This is an optimization exercise on Yosys and OpenROAD, whose aim is small area, a short achievable clock period and few clock cycles per item, not a production implementation. RTL that was checked went through simulation tests only; none was proved equivalent to the original. The RTL of runs 2 to 4 and 6 was laid out without a check of its function. Power is estimated from default activity; no workload was simulated.

`design/flow/design.v`:
```
module data_mem_responder #(
  parameter int DEPTH   = 64,
  parameter int LATENCY = 2
) (
  input  logic        clk,
  input  logic        rst,
  input  logic        req_valid,
  output logic        req_ready,
  input  logic        req_we,
  input  logic [31:0] req_addr,
  input  logic [31:0] req_wdata,
  output logic        resp_valid,
  input  logic        resp_ready,
  output logic [31:0] resp_rdata,
  output logic        resp_err
);
  logic        v1_q;
  logic        wr1_q;     
  logic        rd1_q;     
  logic        err1_q;    
  logic [63:0] sel1_q;    
  logic [31:0] wd1_q;
  logic        v2_q;
  logic        rd2_q;
  logic        err2_q;
  logic [31:0] lo2_q, hi2_q;
  logic        v3_q;
  logic [31:0] rdata3_q;
  logic        err3_q;
  logic [31:0] mem [64];
  logic        full_q;    
  logic bad_in, adv3, adv2, adv1;
  assign bad_in    = (|req_addr[1:0]) || (|req_addr[31:8]);
  assign adv3      = !v3_q || resp_ready;
  assign adv2      = !v2_q || adv3;
  assign adv1      = !v1_q || adv2;
  assign req_ready = !full_q || resp_ready;
  assign resp_valid = v3_q;
  assign resp_rdata = rdata3_q;
  assign resp_err   = err3_q;
  logic [31:0] lo1, hi1;
  always_comb begin
    lo1 = 32'd0;
    hi1 = 32'd0;
    for (int w = 0; w < 32; w++) begin
      lo1 = lo1 | (mem[w] & {32{sel1_q[w]}});
      hi1 = hi1 | (mem[w+32] & {32{sel1_q[w+32]}});
    end
  end
  logic [31:0] res2;
  assign res2 = rd2_q ? (lo2_q | hi2_q) : 32'd0;
  always_ff @(posedge clk or posedge rst) begin
    if (rst) begin
      v1_q <= 1'b0;
      v2_q <= 1'b0;
      v3_q <= 1'b0;
      full_q <= 1'b0;
    end else begin
      full_q <= (adv1 ? req_valid : v1_q) && (adv2 ? v1_q : v2_q) && (adv3 ? v2_q : v3_q);
      if (adv1) v1_q <= req_valid;
      if (adv2) v2_q <= v1_q;
      if (adv3) v3_q <= v2_q;
    end
  end
  always_ff @(posedge clk) begin
    if (adv1) begin
      wr1_q  <= req_valid && req_we && !bad_in;
      rd1_q  <= !req_we && !bad_in;
      err1_q <= bad_in;
      wd1_q  <= req_wdata;
      for (int w = 0; w < 64; w++) sel1_q[w] <= (req_addr[7:2] == 6'(w));
    end
    if (adv2) begin
      rd2_q  <= rd1_q;
      err2_q <= err1_q;
      lo2_q  <= lo1;
      hi2_q  <= hi1;
    end
    if (adv3) begin
      rdata3_q <= res2;
      err3_q   <= err2_q;
    end
  end
  always_ff @(posedge clk) begin
    for (int w = 0; w < 64; w++) if (wr1_q && sel1_q[w]) mem[w] <= wd1_q;
  end
endmodule
```
`design/flow/flow/run.sh`:
```
#!/bin/bash
# Standard layout with two changes: the ports are buffered with buf_2 cells
# instead of the delay cells buffer_ports picks by default, and clock tree
# synthesis inserts no dummy loads. Everything else is the standard.sh.
set -euo pipefail
export BUFFER_PORTS_ARGS="-buffer_cell sky130_fd_sc_hd__buf_2"
export CTS_ARGS="-sink_clustering_enable -repair_clock_nets -sink_clustering_size 24 -sink_clustering_max_diameter 60 -buf_list sky130_fd_sc_hd__clkbuf_16 -dont_use_dummy_load"
bash standard.sh finish > standard.log 2>&1
```
`design/flow/standard.sh`:
```
#!/bin/bash
# synth_recipe.tcl (not shown) runs the flow's synth.tcl, then flattens the netlist and writes it again
# the make line also repeats each setting of config.mk as NAME=value (left out here)
make -C /OpenROAD-flow-scripts/flow DESIGN_CONFIG=/design/flow/config.mk WORK_HOME=/design/flow/orfs CLKGATE_MAP_FILE= SYNTH_SCRIPT=/design/flow/synth_recipe.tcl "${@:-finish}"
```
`design/flow/config.mk`:
```
export PLATFORM = sky130hd
export DESIGN_NAME = data_mem_responder
export DESIGN_NICKNAME = data_mem_responder
export VERILOG_FILES = /design/flow/design.v
export SDC_FILE = /design/flow/constraint.sdc
export NUM_CORES = 4
export LEC_CHECK = 0
export CAP_MARGIN = 20
export CORE_MARGIN = 2
export CORE_UTILIZATION = 45
export CTS_BUF_LIST = sky130_fd_sc_hd__clkbuf_16
export CTS_CLUSTER_DIAMETER = 60
export CTS_CLUSTER_SIZE = 24
export GPL_TIMING_DRIVEN = 1
export SETUP_SLACK_MARGIN = 2.9
export SLEW_MARGIN = 20
export TNS_END_PERCENT = 3
```
`design/flow/constraint.sdc`:
```
create_clock -name core_clock -period 5.0 [get_ports {clk}]
set_input_delay 1.0000 -clock core_clock [delete_from_list [all_inputs] [get_ports {clk}]]
set_output_delay 1.0000 -clock core_clock [all_outputs]
set_load 0.01 [all_outputs]
```
==> results of run 1 <==
-- cell usage after synthesis --
cell type / instances / area (um^2)
nand4_1: 258 / 1610
nor3_1: 2 / 10.0
edfxtp_1: 2246 / 67400
maj3_1: 1 / 10.0
buf_2: 73 / 365
nor2_1: 67 / 251
buf_6: 96 / 1080
a21bo_2: 1 / 10.0
nor4_1: 6 / 37.5
or4_1: 64 / 480
nor2b_1: 5 / 31.3
nand3_1: 9 / 45.0
clkbuf_2: 1 / 5.00
nand2_1: 12 / 45.0
dfrtp_1: 4 / 100
or2_2: 2 / 12.5
o21a_1: 32 / 240
and2_1: 64 / 400
a22oi_1: 1024 / 7690
buf_4: 6 / 45.0
inv_1: 2 / 7.51
clkbuf_1: 91 / 342
nand2b_1: 6 / 37.5
clkbuf_8: 6 / 82.6
-- registers in the layout, indices dropped and copies added, names as in the netlist, 32 cells and up --
register / count
hi2_q: 32
lo2_q: 32
mem: 2048
rdata3_q: 32
sel1_q: 64
wd1_q: 32
-- layout make-up --
class | count | area [um^2] | share of cell area (%)
sequential | 2250 | 67500 | 76.8
multi-input combinational | 1553 | 11200 | 12.7
clock buffer | 134 | 3350 | 3.81
tap | 2355 | 2950 | 3.35
timing repair buffer | 361 | 2830 | 3.22
antenna | 15 | 37.5 | 0.0427
inverter | 2 | 7.51 | 0.00854
-- routing by layer --
layer  wire length, um  share of wire, %  global-route usage [%]  vias to the layer above
met2            104000                46                    37.3                     2329
met5                13            0.0057                       0                        -
met4              5270               2.3                    5.77                        2
li1                  -                 -                       -                    17525
met1             94700                42                    36.7                    22549
met3             22900                10                    4.37                      242
-- where the power goes --
part / switching, mW / internal (mW) / total, mW
registers: 0.219 / 21.4 / 21.6
logic: 2.47 / 0.763 / 3.24
clock network: 5.72 / 4.77 / 10.5
-- per-stage QoR --
stage          hold slack [ns]  area [um^2]
3_5_place_dp             0.415        82800
2_1_floorplan            0.400        80400
4_1_cts                 0.0193        86700
5_1_grt                 0.0531        87900
3_3_place_gp             0.408        82800
6_report                0.0691        87900
-- what timing repair did --
action | in CTS | in global routing
setup buffers | 47 | 104
resized for setup | 43 | 72
setup endpoints to repair | 2236 | 1035
cloned | 0 | 2
pin swaps | 4 | 19
-- worst paths after layout --
kind / depth (start not counted) / slack (ns) / to
worst max-delay path: 1 / 2.39 / resp_rdata[24]
max in group asynchronous: 2 / 4.77 / full_q
worst min register to register: 0 / 0.42 / rd2_q
worst min-delay path: 2 / 0.07 / v2_q
worst max register to register: 4 / 2.47 / hi2_q[15]
min in group core_clock: 1 / 0.36 / wd1_q[0]
-- kinds of logic after synthesis --
family          after synthesis  synth area share, %
buf+inv                     275                 2.40
simple gates                495                 3.69
fa+ha+maj                     1               0.0125
compound gates             1057                 9.87
flops                      2250                 84.0
==> results.yml, run 1 <==
status:
  outcome: "timing/DRC/antenna clean"
cells_and_area:
  mostFrequentLayoutCells: "edfxtp_1 (2246), a22oi_1 (1004), nand4_1 (258), buf_4 (198), clkbuf_16 (136)"
  drive_above_1_share_pct: 13.7
  final_common_cell: "edfxtp_1"
  final_util_pct: 49.4
  finalNonFillerCells: 6670
  n_fill_cell: 14478
  nets: 4371
  area_growth_pct: 9.35
hold_path:
  min_path_type: "in2async"
die:
  core_area_mm2: 0.178
  num_rows: 155
  die_h_um: 427
  dieArea_mm2: 0.182
  start_util_pct: 45.2
  die_w_um: 427
  pin_count: 104
sta:
  setup_tns_ns: 0
  fmax_ghz: 0.384
  skew_ns: 0.0792
  fin_crit_sh_pct: 52.1
  rsz0062_at_grt: "true"
  drv_slew: 0
  final-setup-viol-count: 0
  final-hold-violation-count: 0
  tightest_slew_ns: 1.10
  setup_ws_ns: 2.39
  slew_headroom_pct: 26.9
  period_needed_ns: 2.61
setup_path:
  required_ns: 4.00
  worstPathMaxFanout: 1
  cp.buffers_inverters: 1
  worstSetupEndpointType: "output pin"
  path_class: "reg2out"
  rr_startpoint: "sel1_q[34]"
  worstPathArrival_ns: 1.61
  cpPeakStageDelay_ns: 0.58
  cp_cell_sequence: "buf_6"
  start_kind: "flip-flop"
  slowest_stage: "edfxtp_1"
  cp_top_family: "flip-flops"
  startpoint: "rdata3_q[24]"
detailed_routing:
  wirelength_um: 227000
  routedWlPerCell_um: 34.1
  vias: 42647
  detail-route-antenna-nets: 0
  drc: 0
  routed_via_density: 6.39
  drtIter0Drc: 7160
  first_pass_iters: 5
placed_design:
  io_buffers: 103
  dpl.hpwl_um: 129000
  gp_congestion: 0.844
  dp_cells: 6367
  pre_cts_slack_ns: 1.84
clocking:
  clkLatencyLatePin_ns: 0.81
  cts.reportedPaths.clkPinSlew_ns: 0.10
  cts_made_buffers: 134
  cts-root-buf: "clkbuf_16"
  cts-hold-fix-buffers: 0
  cts_tree: "built"
  cts.sinks: 2250
  clk_path_buf_depth: 3
  cts_max_level: 4
grt:
  antenna_found_initial: 48
  globalRouteOverflowTotal: 0
  grt_pass1_wl_um: 310000
  grt_max_degree: 65
  grt_pass1_vias: 39030
  track_usage_pct: 24.4
synthesis:
  synth_area_mm2: 0.0804
  synth_fp_nets: 4147
  syn_area_per_cell_um2: 19.7
  synth-seq-cells: 2250
  synth_cell_type_count: 24
  synthCells: 4078
  synth_warnings: 2
  yosysSeqAreaShare_pct: 84.0
pwr:
  power.total_mw: 35.3
  p_per_area_mw_per_mm2: 402
  peakVddDrop_v: 0.000363
  leakagePower_nw: 26.7
run:
  drv_cap: 0
Testbench counts, summed over its fixed seeds: cycles 4,824, items 4,800.
==> run 2: changes to the inputs <==
--- a/design/flow/design.v
+++ b/design/flow/design.v
@@ -17,9 +17,5 @@
   logic        v1_q;
-  logic        wr1_q;     
-  logic        rd1_q;     
   logic        err1_q;    
   logic [63:0] sel1_q;    
-  logic [31:0] wd1_q;
   logic        v2_q;
-  logic        rd2_q;
   logic        err2_q;
@@ -27,7 +23,7 @@
   logic        v3_q;
-  logic [31:0] rdata3_q;
-  logic        err3_q;
+  logic [31:0] rdata3_q, hold3_q;
+  logic        err3_q, herr3_q;
+  logic        full_q;    
   logic [31:0] mem [64];
-  logic        full_q;    
-  logic bad_in, adv3, adv2, adv1;
+  logic bad_in, acc, adv3, adv2, adv1;
   assign bad_in    = (|req_addr[1:0]) || (|req_addr[31:8]);
@@ -37,2 +33,3 @@
   assign req_ready = !full_q || resp_ready;
+  assign acc       = req_valid && req_ready;
   assign resp_valid = v3_q;
@@ -50,11 +47,10 @@
   logic [31:0] res2;
-  assign res2 = rd2_q ? (lo2_q | hi2_q) : 32'd0;
+  assign res2 = lo2_q | hi2_q;
   always_ff @(posedge clk or posedge rst) begin
     if (rst) begin
-      v1_q <= 1'b0;
-      v2_q <= 1'b0;
-      v3_q <= 1'b0;
+      v1_q   <= 1'b0;
+      v2_q   <= 1'b0;
+      v3_q   <= 1'b0;
       full_q <= 1'b0;
     end else begin
-      full_q <= (adv1 ? req_valid : v1_q) && (adv2 ? v1_q : v2_q) && (adv3 ? v2_q : v3_q);
       if (adv1) v1_q <= req_valid;
@@ -62,2 +58,3 @@
       if (adv3) v3_q <= v2_q;
+      full_q <= (adv1 ? req_valid : v1_q) && (adv2 ? v1_q : v2_q) && (adv3 ? v2_q : v3_q);
     end
@@ -66,10 +63,6 @@
     if (adv1) begin
-      wr1_q  <= req_valid && req_we && !bad_in;
-      rd1_q  <= !req_we && !bad_in;
       err1_q <= bad_in;
-      wd1_q  <= req_wdata;
-      for (int w = 0; w < 64; w++) sel1_q[w] <= (req_addr[7:2] == 6'(w));
+      for (int w = 0; w < 64; w++) sel1_q[w] <= !req_we && !bad_in && (req_addr[7:2] == 6'(w));
     end
     if (adv2) begin
-      rd2_q  <= rd1_q;
       err2_q <= err1_q;
@@ -79,8 +72,10 @@
     if (adv3) begin
-      rdata3_q <= res2;
-      err3_q   <= err2_q;
+      hold3_q <= res2;
+      herr3_q <= err2_q;
     end
+    rdata3_q <= !adv3 ? hold3_q : (v2_q ? res2 : 32'd0);
+    err3_q   <= !adv3 ? herr3_q : (v2_q && err2_q);
   end
   always_ff @(posedge clk) begin
-    for (int w = 0; w < 64; w++) if (wr1_q && sel1_q[w]) mem[w] <= wd1_q;
+    if (acc && req_we && !bad_in && !rst) mem[req_addr[7:2]] <= req_wdata;
   end
--- a/design/flow/config.mk
+++ b/design/flow/config.mk
@@ -9,3 +9,3 @@
 export CORE_MARGIN = 2
-export CORE_UTILIZATION = 45
+export CORE_UTILIZATION = 50
 export CTS_BUF_LIST = sky130_fd_sc_hd__clkbuf_16
@@ -14,4 +14,3 @@
 export GPL_TIMING_DRIVEN = 1
-export SETUP_SLACK_MARGIN = 2.9
+export SETUP_SLACK_MARGIN = 2.8
 export SLEW_MARGIN = 20
-export TNS_END_PERCENT = 3
==> run 2 against run 1 <==
  * Global-route usage up 14 points
  * Power down 3.8%
  * Register-to-register slack better by 0.20 ns
  * Clock skew up 0.0092 ns
  * Design area up 12%
  * Non-clock buffer count up 355
  * Hold slack better by 0.039 ns
  * Largest power group unchanged
  * Highest routed layer unchanged
==> results.yml, run 2 <==
status:
  outcome: "timing/DRC/antenna clean"
synthesis:
  synth_common_cells: "edfxtp_1 (2211), a22oi_1 (1024), nand4_1 (263)"
  synth_cell_type_count: 33
  syn_area_per_cell_um2: 18.9
  synth_area_mm2: 0.0800
  synthCells: 4237
  yosysTopAreaCell: "edfxtp_1"
  synth_warnings: 1
  synth_area_leaders: "edfxtp_1 (83%), a22oi_1 (9.6%), nand4_1 (2.1%)"
  async_flop_share_pct: 0.178
  yosysMostFrequentCell: "edfxtp_1"
  synth_fp_nets: 4306
  synth_ff_type: "edfxtp_1"
  yosys.area.top_type_share_pct: 83.0
  synth-seq-cells: 2248
  yosysSeqAreaShare_pct: 83.9
  synth_edf_count: 2211
setup_path:
  worstSetupEndpointType: "flip-flop"
  start_kind: "primary input"
  startpoint: "req_addr[20]"
  rr_startpoint: "sel1_q[35]"
  worstPathArrival_ns: 2.96
  path_class: "in2reg"
  worstPathMaxFanout: 8
  required_ns: 5.48
  worstRegToRegCells: 4
cells_and_area:
  area_growth_pct: 22.8
  final_util_pct: 62.0
  drive_above_1_share_pct: 21.4
  final_common_cell: "edfxtp_1"
  mostFrequentLayoutCells: "edfxtp_1 (2211), a22oi_1 (1002), nand4_1 (263), buf_6 (184), clkbuf_16 (175)"
  final_area_mm2: 0.0982
  largest_reg_flops: 2048
  nets: 4911
pwr:
  p_switching_mw: 7.76
  p_clk_share_pct: 31.4
  combPwrFrac_pct: 7.2
  p_per_area_mw_per_mm2: 346
  peakVddDrop_v: 0.000442
  leakagePower_nw: 31.2
  intPower_mw: 26.2
  swShare_pct: 22.8
  pwr-share-seq_pct: 61.4
sta:
  rsz0062_at_grt: "true"
  final-setup-viol-count: 0
  final-hold-violation-count: 0
  slew_headroom_pct: 18.8
  skew_ns: 0.0884
  fin_crit_sh_pct: 49.6
  holdWs_ns: 0.108
  drv_slew: 0
  fmax_ghz: 0.403
  period_needed_ns: 2.48
  setup_ws_ns: 2.52
  tightest_slew_ns: 1.22
  setup_tns_ns: 0
grt:
  grt_pass1_wl_um: 417000
  grt_pass1_vias: 46191
  track_usage_pct: 38.5
  grt_max_degree: 67
  globalRouteOverflowTotal: 0
  antenna_found_initial: 8
die:
  start_util_pct: 50.5
  pin_count: 104
  dieArea_mm2: 0.163
  num_rows: 146
  die_h_um: 404
  die_w_um: 404
  core_area_mm2: 0.159
detailed_routing:
  wirelength_um: 331000
  first_pass_iters: 9
  routed_via_density: 7.60
  vias: 52592
  detail-route-antenna-nets: 0
  drc: 0
  drtIter0Drc: 11964
  routedWlPerCell_um: 47.8
clocking:
  clkLatencyLatePin_ns: 0.83
  cts.reportedPaths.clkPinSlew_ns: 0.07
  cts_max_level: 4
  clk_path_buf_depth: 3
  cts.sinks: 2248
  cts_tree: "built"
  cts_made_buffers: 135
  cts-root-buf: "clkbuf_16"
  cts-hold-fix-buffers: 0
placed_design:
  pre_cts_slack_ns: 0.968
  io_buffers: 103
  dpl.hpwl_um: 126000
  dpl_cell_area_mm2: 0.0848
  gp_congestion: 0.803
hold_path:
  min_path_type: "in2async"
run:
  drv_cap: 0
[run 2: cell types whose count changed in the layout (fill, tap and decap cells not counted), moves of 36 or more]
cell,delta
buf_6,+148
buf_4,-92
buf_12,+116
nand2_1,+129
nor4_4,+71
buf_2,-36
and2_4,-42
buf_16,+170
nor3_1,+63
nor2_1,-63
clkbuf_16,+39
[run 2: critical path: stages]
cell and delay [ns]:
buf_2 0.11, nor4_4 0.34, nand3_4 0.14, buf_16 0.17, buf_12 0.15, buf_12 0.15, buf_4 0.15, nor4_4 0.21
buf_6 0.20, buf_6 0.11, buf_12 0.17
[run 2: kinds of logic (layout without fill, tap and decap cells)]
kind of cell	Yosys count	count (layout)	share of synthesized area (%)
flops	2248	2248	83.9
buf+inv	251	854	1.20
simple gates	680	680	5.03
fa+ha+maj	1	1	0.0125
other cells	0	10	0
compound gates	1057	1057	9.82
[run 2: cell type report]
class,instances,area (um^2)
antenna,10,25.0
clock buffer,135,3380
fill,10724,60300
inverter,3,15.0
multi-input combinational,1738,13300
sequential,2248,67200
tap,2072,2590
timing repair buffer,716,11800
[run 2: power by group through the flow]
stage	registers [mW]	clock network (mW)	logic, mW
floorplan	21.3	0	0.918
global placement	21.3	0	2.19
finish	20.9	10.7	2.45
detailed placement	21.3	0	2.21
CTS	20.9	10.6	2.29
global route	20.9	11.2	2.45
[run 2: per-stage QoR]
| stage | power (mW) | cells |
|---|---|---|
| after floorplan | 22.2 | 4237 |
| after global placement | 23.5 | 6334 |
| after detailed placement | 23.5 | 6334 |
| after CTS | 33.7 | 6818 |
| after global routing | 34.5 | 6912 |
| final | 34.0 | 6922 |
[run 2: what timing repair did]
item | CTS | global route
pin swaps | 56 | 51
resized for setup | 509 | 134
setup buffers | 197 | 50
setup endpoints to repair | 2139 | 2121
gates cloned | 152 | 44
[run 2: path summary, 6_finish.rpt]
kind,slack [ns],end
worst max-delay path,2.52,mem[59][23]
worst min-delay path,0.11,v3_q
worst max register to register,2.67,hi2_q[20]
worst min register to register,0.40,err2_q
max in group asynchronous,4.77,v1_q
min in group core_clock,0.40,err2_q
[run 2: metal layers]
metal  track usage (%)  vias up  wire length [um]
met5                 0        -               658
met4              18.7       16             22900
met3              17.0     1226             64200
met2              51.7     5785            131000
met1              53.4    26483            112000
li1                  -    19082                 -
==> run 3: changes to the inputs <==
--- a/design/flow/design.v
+++ b/design/flow/design.v
@@ -16,7 +16,5 @@
 );
-  logic        v1_q;
-  logic        err1_q;    
-  logic [63:0] sel1_q;    
   logic        v2_q;
-  logic        err2_q;
+  logic        rd2_q;     
+  logic        err2_q;    
   logic [31:0] lo2_q, hi2_q;
@@ -27,3 +25,3 @@
   logic [31:0] mem [64];
-  logic bad_in, acc, adv3, adv2, adv1;
+  logic bad_in, acc, adv3, adv2;
   assign bad_in    = (|req_addr[1:0]) || (|req_addr[31:8]);
@@ -31,3 +29,2 @@
   assign adv2      = !v2_q || adv3;
-  assign adv1      = !v1_q || adv2;
   assign req_ready = !full_q || resp_ready;
@@ -37,3 +34,5 @@
   assign resp_err   = err3_q;
+  logic [63:0] sel;
   logic [31:0] lo1, hi1;
+  dmr_word_decoder u_dec (.idx(req_addr[7:2]), .sel(sel));
   always_comb begin
@@ -42,4 +41,4 @@
     for (int w = 0; w < 32; w++) begin
-      lo1 = lo1 | (mem[w] & {32{sel1_q[w]}});
-      hi1 = hi1 | (mem[w+32] & {32{sel1_q[w+32]}});
+      lo1 = lo1 | (mem[w] & {32{sel[w]}});
+      hi1 = hi1 | (mem[w+32] & {32{sel[w+32]}});
     end
@@ -47,6 +46,5 @@
   logic [31:0] res2;
-  assign res2 = lo2_q | hi2_q;
+  assign res2 = rd2_q ? (lo2_q | hi2_q) : 32'd0;
   always_ff @(posedge clk or posedge rst) begin
     if (rst) begin
-      v1_q   <= 1'b0;
       v2_q   <= 1'b0;
@@ -55,6 +53,5 @@
     end else begin
-      if (adv1) v1_q <= req_valid;
-      if (adv2) v2_q <= v1_q;
+      if (adv2) v2_q <= req_valid;
       if (adv3) v3_q <= v2_q;
-      full_q <= (adv1 ? req_valid : v1_q) && (adv2 ? v1_q : v2_q) && (adv3 ? v2_q : v3_q);
+      full_q <= (adv2 ? req_valid : v2_q) && (adv3 ? v2_q : v3_q);
     end
@@ -62,8 +59,5 @@
   always_ff @(posedge clk) begin
-    if (adv1) begin
-      err1_q <= bad_in;
-      for (int w = 0; w < 64; w++) sel1_q[w] <= !req_we && !bad_in && (req_addr[7:2] == 6'(w));
-    end
     if (adv2) begin
-      err2_q <= err1_q;
+      rd2_q  <= !req_we && !bad_in;
+      err2_q <= bad_in;
       lo2_q  <= lo1;
@@ -82 +76,9 @@
 endmodule
+module dmr_word_decoder (
+  input  logic [5:0]  idx,
+  output logic [63:0] sel
+);
+  always_comb begin
+    for (int w = 0; w < 64; w++) sel[w] = (idx == 6'(w));
+  end
+endmodule
--- a/design/flow/config.mk
+++ b/design/flow/config.mk
@@ -14,3 +14,5 @@
 export GPL_TIMING_DRIVEN = 1
-export SETUP_SLACK_MARGIN = 2.8
+export SETUP_SLACK_MARGIN = 2.5
 export SLEW_MARGIN = 20
+export SYNTH_HIERARCHICAL = 1
+export SYNTH_MINIMUM_KEEP_SIZE = 0
==> run 3 against run 2 <==
  * Sequential power decreased by 2%
  * Critical endpoint is now hi2_q[3]
  * Power is 6.6% lower
  * Critical path depth is 3 lower
  * Die area shrank 2.4%
  * Clock skew is 0.0071 ns lower
  * Highest routed layer unchanged
  * Clock-buffer cell count up 1
  * Largest power group unchanged
  * Synthesized cell count down 2.0%
  * Clock power hardly changed
  * Non-clock buffer count decreased by 349
  * Via count down 11%
==> results.yml, run 3 <==
setup_path:
  cpPeakStageDelay_ns: 0.58
  worstRegToRegCells: 3
  r2r_end: "hi2_q[25]"
  worstPathArrival_ns: 2.99
  start_kind: "primary input"
  rrSetupSlack_ns: 2.84
  cp_cell_sequence: "buf_6 -> nand2b_4 -> buf_4 -> nor2_4 -> buf_4 -> a22oi_1 -> nand4_1 -> or4_1"
  rr_startpoint: "v3_q"
  cp_common_cell: "buf_4"
  slowest_stage: "or4_1"
  worstSetupEndpointType: "flip-flop"
  worstPathMaxFanout: 30
  path_class: "in2reg"
  required_ns: 5.46
cells_and_area:
  final_util_pct: 56.7
  ff_latch_area_mm2: 0.0652
  final_common_cell: "edfxtp_1"
  n_fill_cell: 11657
  nets: 4483
  drive_above_1_share_pct: 15.1
  mostFrequentLayoutCells: "edfxtp_1 (2147), a22oi_1 (1020), nand4_1 (259), buf_4 (174), clkbuf_16 (136)"
  multi_input_area_mm2: 0.0132
  largest_reg_flops: 2048
  area_growth_pct: 13.1
clocking:
  clk_path_buf_depth: 3
  cts-hold-fix-buffers: 0
  cts_tree: "built"
  clkLatencyLatePin_ns: 0.81
  cts.reportedPaths.clkPinSlew_ns: 0.05
  cts_made_buffers: 136
  cts_max_level: 4
  cts-root-buf: "clkbuf_16"
  cts.sinks: 2183
detailed_routing:
  vias: 46888
  drc: 0
  wirelength_um: 271000
  detail-route-antenna-nets: 0
  routed_via_density: 7.24
  drtIter0Drc: 8053
  first_pass_iters: 6
  routedWlPerCell_um: 41.9
synthesis:
  async_flop_share_pct: 0.137
  synth-seq-cells: 2183
  synth_ff_type: "edfxtp_1"
  yosys.area.top_type_share_pct: 82.6
  syn_area_per_cell_um2: 18.8
  synth_area_mm2: 0.0781
  synth_fp_nets: 4223
  yosysTopAreaCell: "edfxtp_1"
  yosysSeqAreaShare_pct: 83.5
  synthCells: 4154
  synth_warnings: 8
  synth_edf_count: 2147
  synth_cell_type_count: 32
  yosysMostFrequentCell: "edfxtp_1"
  synth_area_leaders: "edfxtp_1 (83%), a22oi_1 (9.8%), nand4_1 (2.1%)"
  synth_common_cells: "edfxtp_1 (2147), a22oi_1 (1024), nand4_1 (259)"
die:
  die_w_um: 399
  core_area_mm2: 0.156
  die_h_um: 399
  dieArea_mm2: 0.159
  num_rows: 145
  pin_count: 104
  start_util_pct: 50.2
sta:
  setup_tns_ns: 0
  final-setup-viol-count: 0
  rsz0062_at_grt: "true"
  skew_ns: 0.0814
  fmax_ghz: 0.395
  drv_slew: 0
  tightest_slew_ns: 1.19
  slew_headroom_pct: 19.9
  fin_crit_sh_pct: 50.6
  final-hold-violation-count: 0
  period_needed_ns: 2.53
grt:
  track_usage_pct: 33.9
  grt_max_degree: 67
  antenna_found_initial: 23
  grt_pass1_wl_um: 366000
  globalRouteOverflowTotal: 0
  grt_pass1_vias: 43871
pwr:
  leakagePower_nw: 27.6
  peakVddDrop_v: 0.000353
  p_per_area_mw_per_mm2: 360
run:
  drv_cap: 0
status:
  outcome: "timing/DRC/antenna clean"
hold_path:
  min_path_type: "in2async"
placed_design:
  dpl.hpwl_um: 134000
  gp_congestion: 0.799
  io_buffers: 103
run 3: cell types whose count changed after synthesis, moves of 7 or more:
| cell | change |
|---|---|
| clkbuf_1 | -8 |
| edfxtp_1 | -64 |
| inv_1 | +32 |
| nand2_1 | -40 |
| nand3_1 | -7 |
| nor2_1 | +61 |
| nor3_1 | -62 |
| nor4_1 | -31 |
| nor4_2 | +33 |
| o21ai_0 | +32 |
| or2_2 | -32 |
run 3: layer usage:
metal / part of all wire [%] / track usage [%] / vias up
met2: 47 / 54.0 / 3641
met5: 0.034 / 0 / -
met3: 12 / 6.92 / 709
met1: 36 / 46.1 / 24597
li1: - / - / 17927
met4: 4.8 / 13.4 / 14
run 3: through the flow:
step	total power [mW]	cell area [um^2]	std cells	setup slack, ns	hold slack [ns]
after floorplan	21.0	78800	4154	1.49	0.408
after global placement	21.6	83000	6237	1.10	0.430
after detailed placement	21.6	83000	6238	1.08	0.441
after CTS	31.7	87900	6465	2.47	0.0965
after global routing	32.4	88300	6474	2.46	0.119
final	31.8	88300	6478	2.47	0.137
run 3: kinds of logic after synthesis:
| family | Yosys count | synth area share (%) |
|---|---|---|
| AO/OA/AOI/OAI | 1089 | 10.3 |
| buffers and inverters | 281 | 1.41 |
| flip-flops | 2183 | 83.5 |
| AND/OR/NAND/NOR | 601 | 4.82 |
run 3: critical path, delay by kind of cell:
| kind | cells | cell delay, ns |
|---|---|---|
| simple gates | 4 | 1.02 |
| compound gates | 1 | 0.26 |
| buf+inv | 3 | 0.70 |
run 3: power by group:
group          switching [mW]  leakage, nW  internal [mW]
sequential              0.139         19.8           20.2
combinational           0.725         6.18          0.224
clock                    5.62         1.68           4.83
run 3: repair_timing:
| action | 4_1_cts | 5_1_grt |
|---|---|---|
| cloned | 2 | 0 |
| pin swaps | 32 | 4 |
| buffers inserted | 89 | 5 |
| setup endpoints to repair | 1712 | 1314 |
| gates resized for setup | 157 | 70 |
run 3: worst max path at each step:
stage | from | end | slack (ns) | cells past startpoint
4_1_cts | req_addr[4] | hi2_q[3] | 2.47 | 8
2_1_floorplan | req_addr[18] | mem[1][0] | 1.49 | 4
3_3_place_gp | req_addr[3] | hi2_q[9] | 1.10 | 7
3_5_place_dp | req_addr[3] | hi2_q[6] | 1.08 | 8
6_report | req_addr[3] | hi2_q[3] | 2.47 | 8
5_1_grt | req_addr[3] | hi2_q[3] | 2.46 | 8
run 3: modules after synthesis (local to each module, per instance):
module	flops+latches	cells inside	copies in the design	area, um^2
dmr_word_decoder	0	95	1	465
data_mem_responder	2183	4059	1	77600
run 3: area by class of cell:
cell class | instances | area share (%)
clock buffers | 136 | 3.85
multi-input cells | 1692 | 15.0
flip-flops and latches | 2183 | 73.9
repair buffers | 367 | 4.22
well taps | 2058 | 2.92
diodes | 8 | 0.0227
inverters | 34 | 0.145
==> run 4: changes to the inputs <==
--- a/design/flow/config.mk
+++ b/design/flow/config.mk
@@ -14,3 +14,3 @@
 export GPL_TIMING_DRIVEN = 1
-export SETUP_SLACK_MARGIN = 2.5
+export SETUP_SLACK_MARGIN = 2.8
 export SLEW_MARGIN = 20
@@ -18 +18,2 @@
 export SYNTH_MINIMUM_KEEP_SIZE = 0
+export TNS_END_PERCENT = 10
==> run 4 against run 3 <==
  * Still clean on timing, DRC and antenna
  * Critical path depth grew 1
  * Combinational power increased by 9%
  * Synthesized area unchanged
  * Die area unchanged
  * Power increased by 0.37%
  * Maximum frequency up 3.7%
  * Sequential share of layout area is 3.5 points lower
  * Non-clock buffer count rose by 185
  * Largest cell class unchanged
  * Largest power group unchanged
==> results.yml, run 4 <==
die:
  core_area_mm2: 0.156
  dieArea_mm2: 0.159
  num_rows: 145
  die_h_um: 399
  start_util_pct: 50.2
  pin_count: 104
  die_w_um: 399
synthesis:
  synth-seq-cells: 2183
  synth_area_mm2: 0.0781
  synth_cell_type_count: 32
  yosysSeqAreaShare_pct: 83.5
  synth_edf_count: 2147
  synth_fp_nets: 4223
  yosysMostFrequentCell: "edfxtp_1"
  syn_area_per_cell_um2: 18.8
  yosys.area.top_type_share_pct: 82.6
  synth_warnings: 8
  yosysTopAreaCell: "edfxtp_1"
  synth_common_cells: "edfxtp_1 (2147), a22oi_1 (1024), nand4_1 (259)"
  synth_ff_type: "edfxtp_1"
  synth_area_leaders: "edfxtp_1 (83%), a22oi_1 (9.8%), nand4_1 (2.1%)"
  synthCells: 4154
  async_flop_share_pct: 0.137
clocking:
  cts.reportedPaths.clkPinSlew_ns: 0.08
  cts_tree: "built"
  cts-root-buf: "clkbuf_16"
  cts.sinks: 2183
  cts-hold-fix-buffers: 0
  cts_max_level: 4
  clk_path_buf_depth: 3
  clkLatencyLatePin_ns: 0.80
  cts_made_buffers: 136
setup_path:
  required_ns: 5.49
  rr_startpoint: "rd2_q"
  worstPathMaxFanout: 16
  path_class: "in2reg"
  slowest_stage: "bufbuf_16"
  rrSetupSlack_ns: 2.77
  worstPathArrival_ns: 2.93
  worstSetupEndpointType: "flip-flop"
  cpPeakStageDelay_ns: 0.29
  cp_cell_sequence: "buf_6 -> nor4_2 -> nand4_1 -> buf_4 -> buf_12 -> bufbuf_16 -> nor4_4 -> buf_4 -> buf_12"
  worstRegToRegCells: 3
  r2r_end: "rdata3_q[31]"
  start_kind: "primary input"
sta:
  slew_headroom_pct: 22.8
  rsz0062_at_grt: "true"
  final-setup-viol-count: 0
  drv_slew: 0
  tightest_slew_ns: 1.16
  final-hold-violation-count: 0
  skew_ns: 0.0802
  setup_ws_ns: 2.56
  period_needed_ns: 2.44
  fin_crit_sh_pct: 48.8
  setup_tns_ns: 0
  fmax_ghz: 0.410
grt:
  antenna_found_initial: 28
  grt_max_degree: 65
  globalRouteOverflowTotal: 0
  grt_pass1_vias: 45335
  track_usage_pct: 36.5
  grt_pass1_wl_um: 390000
status:
  outcome: "timing/DRC/antenna clean"
hold_path:
  min_path_type: "in2async"
cells_and_area:
  drive_above_1_share_pct: 19.8
  n_fill_cell: 11073
  largest_reg_flops: 2048
  mostFrequentLayoutCells: "edfxtp_1 (2147), a22oi_1 (968), nand4_1 (259), buf_4 (185), clkbuf_16 (157)"
  area_growth_pct: 18.6
  final_common_cell: "edfxtp_1"
  nets: 4669
run:
  drv_cap: 0
detailed_routing:
  drtIter0Drc: 9733
  vias: 49335
  first_pass_iters: 8
  detail-route-antenna-nets: 0
  routedWlPerCell_um: 45.2
  drc: 0
  routed_via_density: 7.40
  wirelength_um: 301000
placed_design:
  pre_cts_slack_ns: 1.08
  io_buffers: 103
  gp_congestion: 0.799
  dpl.hpwl_um: 134000
pwr:
  p_per_area_mw_per_mm2: 344
  peakVddDrop_v: 0.000354
  leakagePower_nw: 29.5
run 4: cell counts after synthesis:
No cell type changed its count.
run 4: cells by family (layout without fill, tap and decap cells):
group / count (synthesis) / count (layout) / synth area share [%]
other cells: 0 / 11 / 0
simple gates: 601 / 604 / 4.82
buf+inv: 281 / 722 / 1.41
compound gates: 1089 / 1089 / 10.3
flops: 2183 / 2183 / 83.5
run 4: metal layers:
metal | track usage (%) | part of all wire (%) | vias to the layer above
li1 | - | - | 18349
met2 | 56.0 | 45 | 4370
met1 | 48.5 | 34 | 25643
met3 | 8.97 | 14 | 957
met5 | 0 | 0.096 | -
met4 | 19.4 | 6.7 | 16
run 4: worst max-delay path: cells and delay by family:
kind	cells	cell delay (ns)
buffers and inverters	6	1.19
AND/OR/NAND/NOR	3	0.70
run 4: per-stage QoR:
stage               utilization [%]  total power [mW]  std cells  hold WS, ns  cell area (um^2)
global route                   59.5              32.5       6662        0.124             92600
floorplan                         -              21.0       4154        0.408             78800
CTS                            58.9              31.8       6611       0.0965             91700
detailed placement             53.3              21.6       6238        0.441             83000
global placement               53.3              21.6       6237        0.430             83000
finish                         59.5              31.9       6667        0.127             92700
run 4: modules after synthesis (local to each module, per instance):
module              flops+latches  cells  times used  area (um^2)
data_mem_responder           2183   4059           1        77600
dmr_word_decoder                0     95           1          465
run 4: report_power, final:
part / total [mW] / internal (mW) / switching, mW
combinational: 1.03 / 0.274 / 0.753
sequential: 20.4 / 20.2 / 0.145
clock: 10.5 / 4.83 / 5.65
run 4: layout make-up:
class | count | area, um^2 | share of cell area (%)
clock buffer | 136 | 3400 | 3.67
tap | 2058 | 2570 | 2.78
inverter | 34 | 128 | 0.138
multi-input combinational | 1693 | 13600 | 14.7
antenna | 11 | 27.5 | 0.0297
sequential | 2183 | 65200 | 70.4
timing repair buffer | 552 | 7730 | 8.34
run 4: worst max-delay path by stage:
| stage | slack, ns | endpoint | depth (start not counted) | from |
|---|---|---|---|---|
| finish | 2.56 | mem[16][31] | 9 | req_addr[13] |
| global route | 2.54 | mem[16][31] | 9 | req_addr[11] |
| CTS | 2.65 | req_ready | 2 | full_q |
| detailed placement | 1.08 | hi2_q[6] | 8 | req_addr[3] |
| global placement | 1.10 | hi2_q[9] | 7 | req_addr[3] |
| floorplan | 1.49 | mem[1][0] | 4 | req_addr[18] |
run 4: timing repair:
item | 4_1_cts | 5_1_grt
setup endpoints to repair | 2147 | 2147
pin swaps | 113 | 18
resized for setup | 432 | 66
gates cloned | 52 | 28
buffers inserted | 185 | 17
==> run 5: changes to the inputs <==
==> design/flow/design.v (replaced) <==
module data_mem_responder #(
  parameter int DEPTH   = 64,
  parameter int LATENCY = 2
) (
  input  logic        clk,
  input  logic        rst,
  input  logic        req_valid,
  output logic        req_ready,
  input  logic        req_we,
  input  logic [31:0] req_addr,
  input  logic [31:0] req_wdata,
  output logic        resp_valid,
  input  logic        resp_ready,
  output logic [31:0] resp_rdata,
  output logic        resp_err
);
  logic        v1_q;
  logic        wr1_q;     
  logic        rd1_q;     
  logic        err1_q;    
  logic [63:0] sel1_q;    
  logic [31:0] wd1_q;
  logic        v2_q;
  logic        rd2_q;
  logic        err2_q;
  logic [31:0] lo2_q, hi2_q;
  logic        v3_q;
  logic [31:0] rdata3_q, hold3_q;
  logic        err3_q, herr3_q;
  logic [31:0] mem [64];
  logic        full_q;    
  logic bad_in, adv3, adv2, adv1;
  assign bad_in    = (|req_addr[1:0]) || (|req_addr[31:8]);
  assign adv3      = !v3_q || resp_ready;
  assign adv2      = !v2_q || adv3;
  assign adv1      = !v1_q || adv2;
  assign req_ready = !full_q || resp_ready;
  assign resp_valid = v3_q;
  assign resp_rdata = rdata3_q;
  assign resp_err   = err3_q;
  logic [31:0] lo1, hi1;
  always_comb begin
    lo1 = 32'd0;
    hi1 = 32'd0;
    for (int w = 0; w < 32; w++) begin
      lo1 = lo1 | (mem[w] & {32{sel1_q[w]}});
      hi1 = hi1 | (mem[w+32] & {32{sel1_q[w+32]}});
    end
  end
  logic [31:0] res2;
  assign res2 = rd2_q ? (lo2_q | hi2_q) : 32'd0;
  always_ff @(posedge clk or posedge rst) begin
    if (rst) begin
      v1_q <= 1'b0;
      v2_q <= 1'b0;
      v3_q <= 1'b0;
      full_q <= 1'b0;
    end else begin
      full_q <= (adv1 ? req_valid : v1_q) && (adv2 ? v1_q : v2_q) && (adv3 ? v2_q : v3_q);
      if (adv1) v1_q <= req_valid;
      if (adv2) v2_q <= v1_q;
      if (adv3) v3_q <= v2_q;
    end
  end
  always_ff @(posedge clk) begin
    if (adv1) begin
      wr1_q  <= req_valid && req_we && !bad_in;
      rd1_q  <= !req_we && !bad_in;
      err1_q <= bad_in;
      wd1_q  <= req_wdata;
      for (int w = 0; w < 64; w++) sel1_q[w] <= (req_addr[7:2] == 6'(w));
    end
    if (adv2) begin
      rd2_q  <= rd1_q;
      err2_q <= err1_q;
      lo2_q  <= lo1;
      hi2_q  <= hi1;
    end
    if (adv3) begin
      hold3_q <= res2;
      herr3_q <= err2_q;
    end
    rdata3_q <= !adv3 ? hold3_q : (v2_q ? res2 : 32'd0);
    err3_q   <= !adv3 ? herr3_q : (v2_q && err2_q);
  end
  always_ff @(posedge clk) begin
    for (int w = 0; w < 64; w++) if (wr1_q && sel1_q[w]) mem[w] <= wd1_q;
  end
endmodule
==> design/flow/flow/run.sh (replaced) <==
#!/bin/bash
# Standard layout with two changes: the ports are buffered with buf_2 cells
# instead of the delay cells buffer_ports picks by default, and clock tree
# synthesis inserts no dummy loads. Everything else is the standard.sh.
set -euo pipefail
export BUFFER_PORTS_ARGS="-buffer_cell sky130_fd_sc_hd__buf_2"
export CTS_ARGS="-sink_clustering_enable -repair_clock_nets -sink_clustering_size 20 -sink_clustering_max_diameter 50 -buf_list sky130_fd_sc_hd__clkbuf_8 -dont_use_dummy_load"
bash standard.sh finish > standard.log 2>&1
--- a/design/flow/config.mk
+++ b/design/flow/config.mk
@@ -10,5 +10,5 @@
 export CORE_UTILIZATION = 50
-export CTS_BUF_LIST = sky130_fd_sc_hd__clkbuf_16
-export CTS_CLUSTER_DIAMETER = 60
-export CTS_CLUSTER_SIZE = 24
+export CTS_BUF_LIST = sky130_fd_sc_hd__clkbuf_8
+export CTS_CLUSTER_DIAMETER = 50
+export CTS_CLUSTER_SIZE = 20
 export GPL_TIMING_DRIVEN = 1
@@ -16,4 +16 @@
 export SLEW_MARGIN = 20
-export SYNTH_HIERARCHICAL = 1
-export SYNTH_MINIMUM_KEEP_SIZE = 0
-export TNS_END_PERCENT = 10
==> run 5 against run 4 <==
  * Wire length down 24%
  * Combinational power rose to 3.7 times the previous value
  * Still clean on timing, DRC and antenna
  * Sequential share of layout area up 4.8 points
  * Cell count up 0.36%
  * Power up 8.0%
  * Global-route usage down 9.6 points
  * Setup slack worse by 0.093 ns
  * Critical endpoint is now req_ready
  * Synthesized cell count about the same
  * Non-clock buffer count down 99
==> results.yml, run 5 <==
sta:
  drv_slew: 0
  final-hold-violation-count: 0
  slew_headroom_pct: 19.1
  rsz0062_at_grt: "true"
  fmax_ghz: 0.395
  setup_ws_ns: 2.47
  fin_crit_sh_pct: 50.7
  setup_tns_ns: 0
  period_needed_ns: 2.53
  tightest_slew_ns: 1.21
  skew_ns: 0.126
  final-setup-viol-count: 0
grt:
  antenna_found_initial: 27
  globalRouteOverflowTotal: 0
  grt_pass1_wl_um: 315000
  grt_max_degree: 68
  track_usage_pct: 27.0
  grt_pass1_vias: 41073
die:
  start_util_pct: 50.2
  dieArea_mm2: 0.166
  die_h_um: 407
  pin_count: 104
  core_area_mm2: 0.162
  die_w_um: 407
  num_rows: 148
synthesis:
  synth_warnings: 2
  synth-seq-cells: 2283
  synth_cell_type_count: 28
  async_flop_share_pct: 0.175
  synth_area_mm2: 0.0814
  synth_ff_type: "edfxtp_1"
  yosys.area.top_type_share_pct: 82.9
  yosysSeqAreaShare_pct: 83.8
  synth_edf_count: 2246
  syn_area_per_cell_um2: 19.6
  synth_common_cells: "edfxtp_1 (2246), a22oi_1 (1024), nand4_1 (258)"
  synthCells: 4155
  yosysTopAreaCell: "edfxtp_1"
  yosysMostFrequentCell: "edfxtp_1"
  synth_fp_nets: 4224
  synth_area_leaders: "edfxtp_1 (83%), a22oi_1 (9.4%), nand4_1 (2.0%)"
setup_path:
  worstPathArrival_ns: 1.53
  cp_top_family: "flip-flops"
  r2r_end: "hi2_q[25]"
  cpPeakStageDelay_ns: 0.37
  slowest_stage: "dfrtp_1"
  required_ns: 4.00
  worstPathMaxFanout: 1
  rr_startpoint: "sel1_q[39]"
  worstSetupEndpointType: "output pin"
  cp.buffers_inverters: 1
  worstRegToRegCells: 5
  cp_cell_sequence: "nand2b_1 -> buf_2"
  rrSetupSlack_ns: 2.51
  path_class: "reg2out"
  start_kind: "flip-flop"
placed_design:
  dpl.hpwl_um: 124000
  pre_cts_slack_ns: 2.01
  gp_congestion: 0.846
  io_buffers: 103
  dp_cells: 6263
cells_and_area:
  n_fill_cell: 12147
  finalNonFillerCells: 6691
  mostFrequentLayoutCells: "edfxtp_1 (2246), a22oi_1 (846), nand4_1 (258), a22oi_2 (178), clkbuf_8 (176)"
  largest_reg_flops: 2048
  final_common_cell: "edfxtp_1"
  drive_above_1_share_pct: 21.1
  area_growth_pct: 11.6
  nets: 4577
clocking:
  cts_made_buffers: 176
  cts.reportedPaths.clkPinSlew_ns: 0.09
  cts_tree: "built"
  cts-root-buf: "clkbuf_8"
  cts.sinks: 2283
  cts_max_level: 4
  clkLatencyLatePin_ns: 0.99
  clk_path_buf_depth: 3
run:
  drv_cap: 0
pwr:
  p_clk_share_pct: 25.4
  peakVddDrop_v: 0.000333
  swShare_pct: 24.6
  pwr-share-seq_pct: 63.6
  combPwrFrac_pct: 11.0
  p_per_area_mw_per_mm2: 379
  p_switching_mw: 8.45
  leakagePower_nw: 27.7
  intPower_mw: 26.0
detailed_routing:
  wl_met3_um: 23900
  drc: 0
  routed.top_layer: "met5"
  vias: 43518
  routed_via_density: 6.50
  routedWlPerCell_um: 34.3
  wirelength_um: 230000
  drtIter0Drc: 6121
  m1WireLength_um: 93400
  detail-route-antenna-nets: 0
  first_pass_iters: 6
  wl_met2_um: 106000
hold_path:
  hold-path-endpoint: "wd1_q[27]"
  holdPathStages: 1
  hp-start: "req_wdata[27]"
  min_path_type: "in2reg"
status:
  outcome: "timing/DRC/antenna clean"
[run 5: cell count changes after synthesis, sizes merged, moves of 63 or more]
| cell | delta |
|---|---|
| clkbuf | -124 |
| nand2 | -86 |
| edfxtp | +99 |
| nor4 | -64 |
| buf | +157 |
| and2 | +63 |
| o21ai | -64 |
[run 5: cell type report]
class / count / area (um^2) / area share, %
Tap cell: 2175 / 2720 / 3.00
Sequential cell: 2283 / 68200 / 75.1
Clock buffer: 176 / 2420 / 2.67
Inverter: 3 / 15.0 / 0.0165
Multi-Input combinational cell: 1590 / 12500 / 13.7
Timing Repair Buffer: 453 / 4920 / 5.41
Antenna cell: 10 / 25.0 / 0.0276
Timing Repair inverter: 1 / 7.51 / 0.00827
[run 5: worst max-delay path by stage]
stage / slack (ns) / start / depth (start not counted) / end
CTS: 2.38 / full_q / 2 / req_ready
detailed placement: 2.01 / resp_ready / 5 / wd1_q[10]
global route: 2.37 / full_q / 2 / req_ready
global placement: 1.66 / resp_ready / 4 / wd1_q[17]
finish: 2.47 / full_q / 2 / req_ready
floorplan: 2.44 / resp_ready / 3 / err1_q
[run 5: logic make-up after synthesis]
kind of cell    after synthesis  synth area share, %
flops                      2283                 83.8
compound gates             1089                 10.1
fa+ha+maj                     1               0.0123
buf+inv                     283                 2.43
simple gates                499                 3.66
[run 5: repair_timing]
item | CTS | global route
hold endpoints to repair | 4 | 0
resized for setup | 349 | 207
buffers inserted | 177 | 38
pin swaps | 131 | 173
setup endpoints to repair | 2145 | 1094
cloned | 14 | 11
hold buffers | 1 | 0
[run 5: power groups by stage]
| stage | registers (mW) | clock network (mW) | logic [mW] |
|---|---|---|---|
| 2_1_floorplan | 22.4 | 0 | 1.30 |
| 3_3_place_gp | 22.5 | 0 | 2.77 |
| 3_5_place_dp | 22.5 | 0 | 2.83 |
| 4_1_cts | 21.9 | 8.83 | 3.54 |
| 5_1_grt | 21.9 | 9.46 | 3.91 |
| 6_report | 21.9 | 8.74 | 3.79 |
[run 5: per-layer routing]
| layer | GRT usage [%] | up-vias |
|---|---|---|
| met4 | 6.62 | 14 |
| met3 | 6.15 | 308 |
| met5 | 0 | - |
| met2 | 41.5 | 2379 |
| li1 | - | 18029 |
| met1 | 39.3 | 22788 |
[run 5: metrics by stage]
| stage | hold WS, ns | cell area (um^2) | total power, mW | util, % |
|---|---|---|---|---|
| floorplan | 0.400 | 81400 | 23.7 | - |
| global placement | 0.405 | 83600 | 25.3 | 51.5 |
| finish | 0.196 | 90800 | 34.4 | 56.0 |
| detailed placement | 0.418 | 83600 | 25.3 | 51.6 |
| global route | 0.126 | 90800 | 35.3 | 56.0 |
| CTS | 0.0977 | 89300 | 34.3 | 55.1 |
Testbench counts of run 5, summed over its fixed seeds: cycles 4,824, items 4,800.
==> run 6: changes to the inputs <==
--- a/design/flow/design.v
+++ b/design/flow/design.v
@@ -25,3 +25,3 @@
   logic        err2_q;
-  logic [31:0] lo2_q, hi2_q;
+  logic [31:0] part2_q [4];
   logic        v3_q;
@@ -40,9 +40,7 @@
   assign resp_err   = err3_q;
-  logic [31:0] lo1, hi1;
+  logic [31:0] part1 [4];
   always_comb begin
-    lo1 = 32'd0;
-    hi1 = 32'd0;
-    for (int w = 0; w < 32; w++) begin
-      lo1 = lo1 | (mem[w] & {32{sel1_q[w]}});
-      hi1 = hi1 | (mem[w+32] & {32{sel1_q[w+32]}});
+    for (int g = 0; g < 4; g++) begin
+      part1[g] = 32'd0;
+      for (int w = 0; w < 16; w++) part1[g] = part1[g] | (mem[16*g+w] & {32{sel1_q[16*g+w]}});
     end
@@ -50,3 +48,3 @@
   logic [31:0] res2;
-  assign res2 = rd2_q ? (lo2_q | hi2_q) : 32'd0;
+  assign res2 = rd2_q ? (part2_q[0] | part2_q[1] | part2_q[2] | part2_q[3]) : 32'd0;
   always_ff @(posedge clk or posedge rst) begin
@@ -75,4 +73,3 @@
       err2_q <= err1_q;
-      lo2_q  <= lo1;
-      hi2_q  <= hi1;
+      for (int g = 0; g < 4; g++) part2_q[g] <= part1[g];
     end
==> design/flow/run.sh (new file) <==
#!/bin/bash
# synth_recipe.tcl (not shown) runs the flow's synth.tcl, then flattens the netlist and writes it again
# the make line also repeats each setting of config.mk as NAME=value (left out here)
make -C /OpenROAD-flow-scripts/flow DESIGN_CONFIG=/design/flow/config.mk WORK_HOME=/design/flow/orfs CLKGATE_MAP_FILE= SYNTH_SCRIPT=/design/flow/synth_recipe.tcl finish
--- a/design/flow/config.mk
+++ b/design/flow/config.mk
@@ -10,7 +10,7 @@
 export CORE_UTILIZATION = 50
-export CTS_BUF_LIST = sky130_fd_sc_hd__clkbuf_8
-export CTS_CLUSTER_DIAMETER = 50
-export CTS_CLUSTER_SIZE = 20
+export CTS_BUF_LIST = sky130_fd_sc_hd__clkbuf_16
+export CTS_CLUSTER_DIAMETER = 60
+export CTS_CLUSTER_SIZE = 24
 export GPL_TIMING_DRIVEN = 1
-export SETUP_SLACK_MARGIN = 2.8
+export SETUP_SLACK_MARGIN = 2.4
 export SLEW_MARGIN = 20
removed: design/flow/flow/run.sh
removed: design/flow/standard.sh
==> run 6 against run 5 <==
  * Still clean
  * First-iteration DRC count grew 4.7%
  * Sequential power grew 5%
  * Non-clock buffer count shrank 159
  * Maximum frequency shrank 3.4%
  * Clock skew shrank 0.089 ns
  * Clock power grew 48%
  * Die area grew 1.7%
  * Clock-buffer cell count shrank 31
  * Flip-flop and latch count grew 64
  * Synthesized cell count shrank 1.5%
  * Cell count shrank 2.1%
  * Via count grew 0.54%
  * Critical path type is now reg2reg
  * Highest routed layer unchanged
==> results.yml, run 6 <==
synthesis:
  synth_area_mm2: 0.0828
  synth_ff_type: "edfxtp_1"
  synth_edf_count: 2310
  synth_cell_type_count: 23
  synth_common_cells: "edfxtp_1 (2310), a221oi_1 (512), a22o_1 (512)"
  syn_area_per_cell_um2: 20.2
  async_flop_share_pct: 0.170
  yosysTopAreaCell: "edfxtp_1"
  synth_fp_nets: 4160
  synth_area_leaders: "edfxtp_1 (84%), a221oi_1 (5.4%), a22o_1 (5.4%)"
  yosysSeqAreaShare_pct: 84.7
  synth-seq-cells: 2347
  synth_warnings: 4
  synthCells: 4091
  yosys.area.top_type_share_pct: 83.8
  yosysMostFrequentCell: "edfxtp_1"
placed_design:
  dpl_cell_area_mm2: 0.0868
  pre_cts_slack_ns: 1.50
  dp_cells: 6270
  dpl.hpwl_um: 129000
  gp_congestion: 0.869
  io_buffers: 103
detailed_routing:
  drc: 0
  first_pass_iters: 5
  detail-route-antenna-nets: 0
  routedWlPerCell_um: 35.5
  routed_via_density: 6.68
  vias: 43754
  wirelength_um: 233000
  drtIter0Drc: 6407
cells_and_area:
  ff_latch_area_mm2: 0.0701
  area_growth_pct: 10.9
  final_common_cell: "edfxtp_1"
  drive_above_1_share_pct: 11.5
  final_area_mm2: 0.0918
  mostFrequentLayoutCells: "edfxtp_1 (2310), a22o_1 (512), a221oi_1 (512), buf_4 (180), clkbuf_16 (145)"
  largest_reg_flops: 2048
  nets: 4315
  finalNonFillerCells: 6551
  n_fill_cell: 12393
  final_util_pct: 55.8
  multi_input_area_mm2: 0.0116
clocking:
  clkLatencyLatePin_ns: 0.83
  cts_made_buffers: 140
  cts.reportedPaths.clkPinSlew_ns: 0.08
  cts_tree: "built"
  cts-root-buf: "clkbuf_16"
  cts-hold-fix-buffers: 0
  cts.sinks: 2347
  clk_path_buf_depth: 3
  cts_max_level: 4
die:
  start_util_pct: 50.3
  dieArea_mm2: 0.169
  die_w_um: 411
  pin_count: 104
  num_rows: 149
  die_h_um: 411
  core_area_mm2: 0.165
setup_path:
  slowest_stage: "and2_2"
  worstSetupEndpointType: "flip-flop"
  cpPeakStageDelay_ns: 0.70
  worstPathArrival_ns: 3.10
  path_class: "reg2reg"
  start_kind: "flip-flop"
  cp_common_cell: "buf_4"
  cp_cell_sequence: "buf_4 -> and2_2 -> buf_4"
  worstPathMaxFanout: 64
  required_ns: 5.47
grt:
  antenna_found_initial: 19
  grt_max_degree: 132
  grt_pass1_vias: 40758
  track_usage_pct: 27.3
  grt_pass1_wl_um: 322000
  globalRouteOverflowTotal: 0
sta:
  rsz0062_at_grt: "true"
  final-setup-viol-count: 0
  holdWs_ns: 0.373
  setup_ws_ns: 2.38
  skew_ns: 0.0369
  setup_tns_ns: 0
  tightest_slew_ns: 1.17
  fmax_ghz: 0.381
  final-hold-violation-count: 0
  drv_slew: 0
  fin_crit_sh_pct: 52.5
  period_needed_ns: 2.62
  slew_headroom_pct: 21.7
pwr:
  power.total_mw: 38.8
  leakagePower_nw: 28.8
  p_switching_mw: 9.38
  pwr-share-seq_pct: 58.9
  p_per_area_mw_per_mm2: 423
  peakVddDrop_v: 0.000389
  intPower_mw: 29.4
  swShare_pct: 24.2
  combPwrFrac_pct: 7.9
  p_clk_share_pct: 33.1
run:
  drv_cap: 0
status:
  outcome: "timing/DRC/antenna clean"
hold_path:
  min_path_type: "in2async"
-- run 6: area by class of cell --
| cell class | count | area share [%] |
|---|---|---|
| clock buffer | 145 | 3.95 |
| timing repair buffer | 294 | 2.78 |
| sequential | 2347 | 76.4 |
| clock inverter | 106 | 1.23 |
| inverter | 2 | 0.0109 |
| multi-input combinational | 1461 | 12.6 |
| antenna | 7 | 0.0191 |
| tap | 2189 | 2.98 |
-- run 6: logic make-up (layout without fill, tap and decap cells) --
| group | count (synthesis) | count (layout) | share of synthesized area [%] |
|---|---|---|---|
| flip-flops | 2347 | 2347 | 84.7 |
| buffers and inverters | 284 | 547 | 1.46 |
| other | 0 | 7 | 0 |
| AND/OR/NAND/NOR | 402 | 403 | 2.54 |
| AO/OA/AOI/OAI | 1058 | 1058 | 11.3 |
-- run 6: power by group through the flow --
stage                     clock network (mW)  registers (mW)  logic, mW
after CTS                               13.0            22.9       2.99
after floorplan                            0            23.3       1.34
after global routing                    13.7            22.9       3.20
after detailed placement                   0            23.4       3.00
after global placement                     0            23.4       2.94
final                                   12.9            22.9       3.07
-- run 6: worst max-delay path, delay by kind of cell (launching register included) --
kind / cells / cell delay (ns)
buf+inv: 2 / 1.13
flops: 1 / 0.33
simple gates: 1 / 0.70
-- run 6: final timing paths --
check                      cells after the start     from  slack (ns)          to
max in group asynchronous                      2      rst        4.45        v2_q
hold reg to reg                                2  herr3_q        0.44      err3_q
min in group core_clock                        2  herr3_q        0.44      err3_q
setup / recovery                               3    wr1_q        2.38  mem[49][5]
setup reg to reg                               3    wr1_q        2.38  mem[49][5]
hold / removal                                 2      rst        0.37        v1_q
-- run 6: routing by layer --
metal / vias up / share of wire (%) / track usage, %
met4: 20 / 2.4 / 7.12
met1: 23197 / 41 / 40.9
li1: 17849 / - / -
met5: - / 0.056 / 0
met2: 2391 / 46 / 41.3
met3: 297 / 11 / 5.60
-- run 6: repair_timing --
action | 4_1_cts | 5_1_grt
resized for setup | 51 | 4
setup endpoints to repair | 182 | 174
cloned | 0 | 1
pin swaps | 0 | 2
buffers inserted | 2 | 18

==> separate check: timing with driven ports <==
In the flow no input, the clock included, has a driving cell. The finished layouts below were timed again as built, in two steps.
Step 1: set_driving_cell puts a clkbuf_16 on clk and a buf_2 on each other input, an assumption about the parent block.
Step 2 times the ports against the registers' clock, not the clock port: input delays grow and output delays shrink by t, the midpoint of the rising clock arrivals with the driver on.
a / b / c = ideal ports / drivers / drivers and shift; a / b = the first two.
| run | t (ns) | setup WS [ns] | hold WS [ns] | latest minus earliest clock arrival (ns) | slew at the worst register clock pin (ns) | pins driven straight from the clock port |
|---|---|---|---|---|---|---|
| run 1 | 0.871 | 2.395 / 2.304 / 1.856 | 0.069 / -0.002 / 0.418 | 0.094 / 0.093 | 0.10 / 0.10 | 1 |
| run 2 | 0.877 | 2.518 / 2.517 / 1.698 | 0.108 / 0.047 / 0.403 | 0.095 / 0.096 | 0.10 / 0.10 | 1 |
| run 3 | 0.853 | 2.469 / 2.502 / 1.650 | 0.137 / 0.072 / 0.447 | 0.093 / 0.093 | 0.10 / 0.10 | 1 |
| run 4 | 0.855 | 2.560 / 2.548 / 1.693 | 0.127 / 0.062 / 0.442 | 0.096 / 0.096 | 0.10 / 0.10 | 1 |
| run 5 | 1.012 | 2.467 / 2.384 / 2.367 | 0.196 / 0.136 / 0.443 | 0.135 / 0.135 | 0.12 / 0.12 | 1 |
| run 6 | 0.897 | 2.377 / 2.358 / 1.854 | 0.373 / 0.321 / 0.441 | 0.040 / 0.040 | 0.10 / 0.10 | 1 |
After both steps setup and hold are still met in every run listed. For run 4, which loses most, drivers alone change the setup slack by -0.012 ns; drivers and shift together by -0.867 ns.
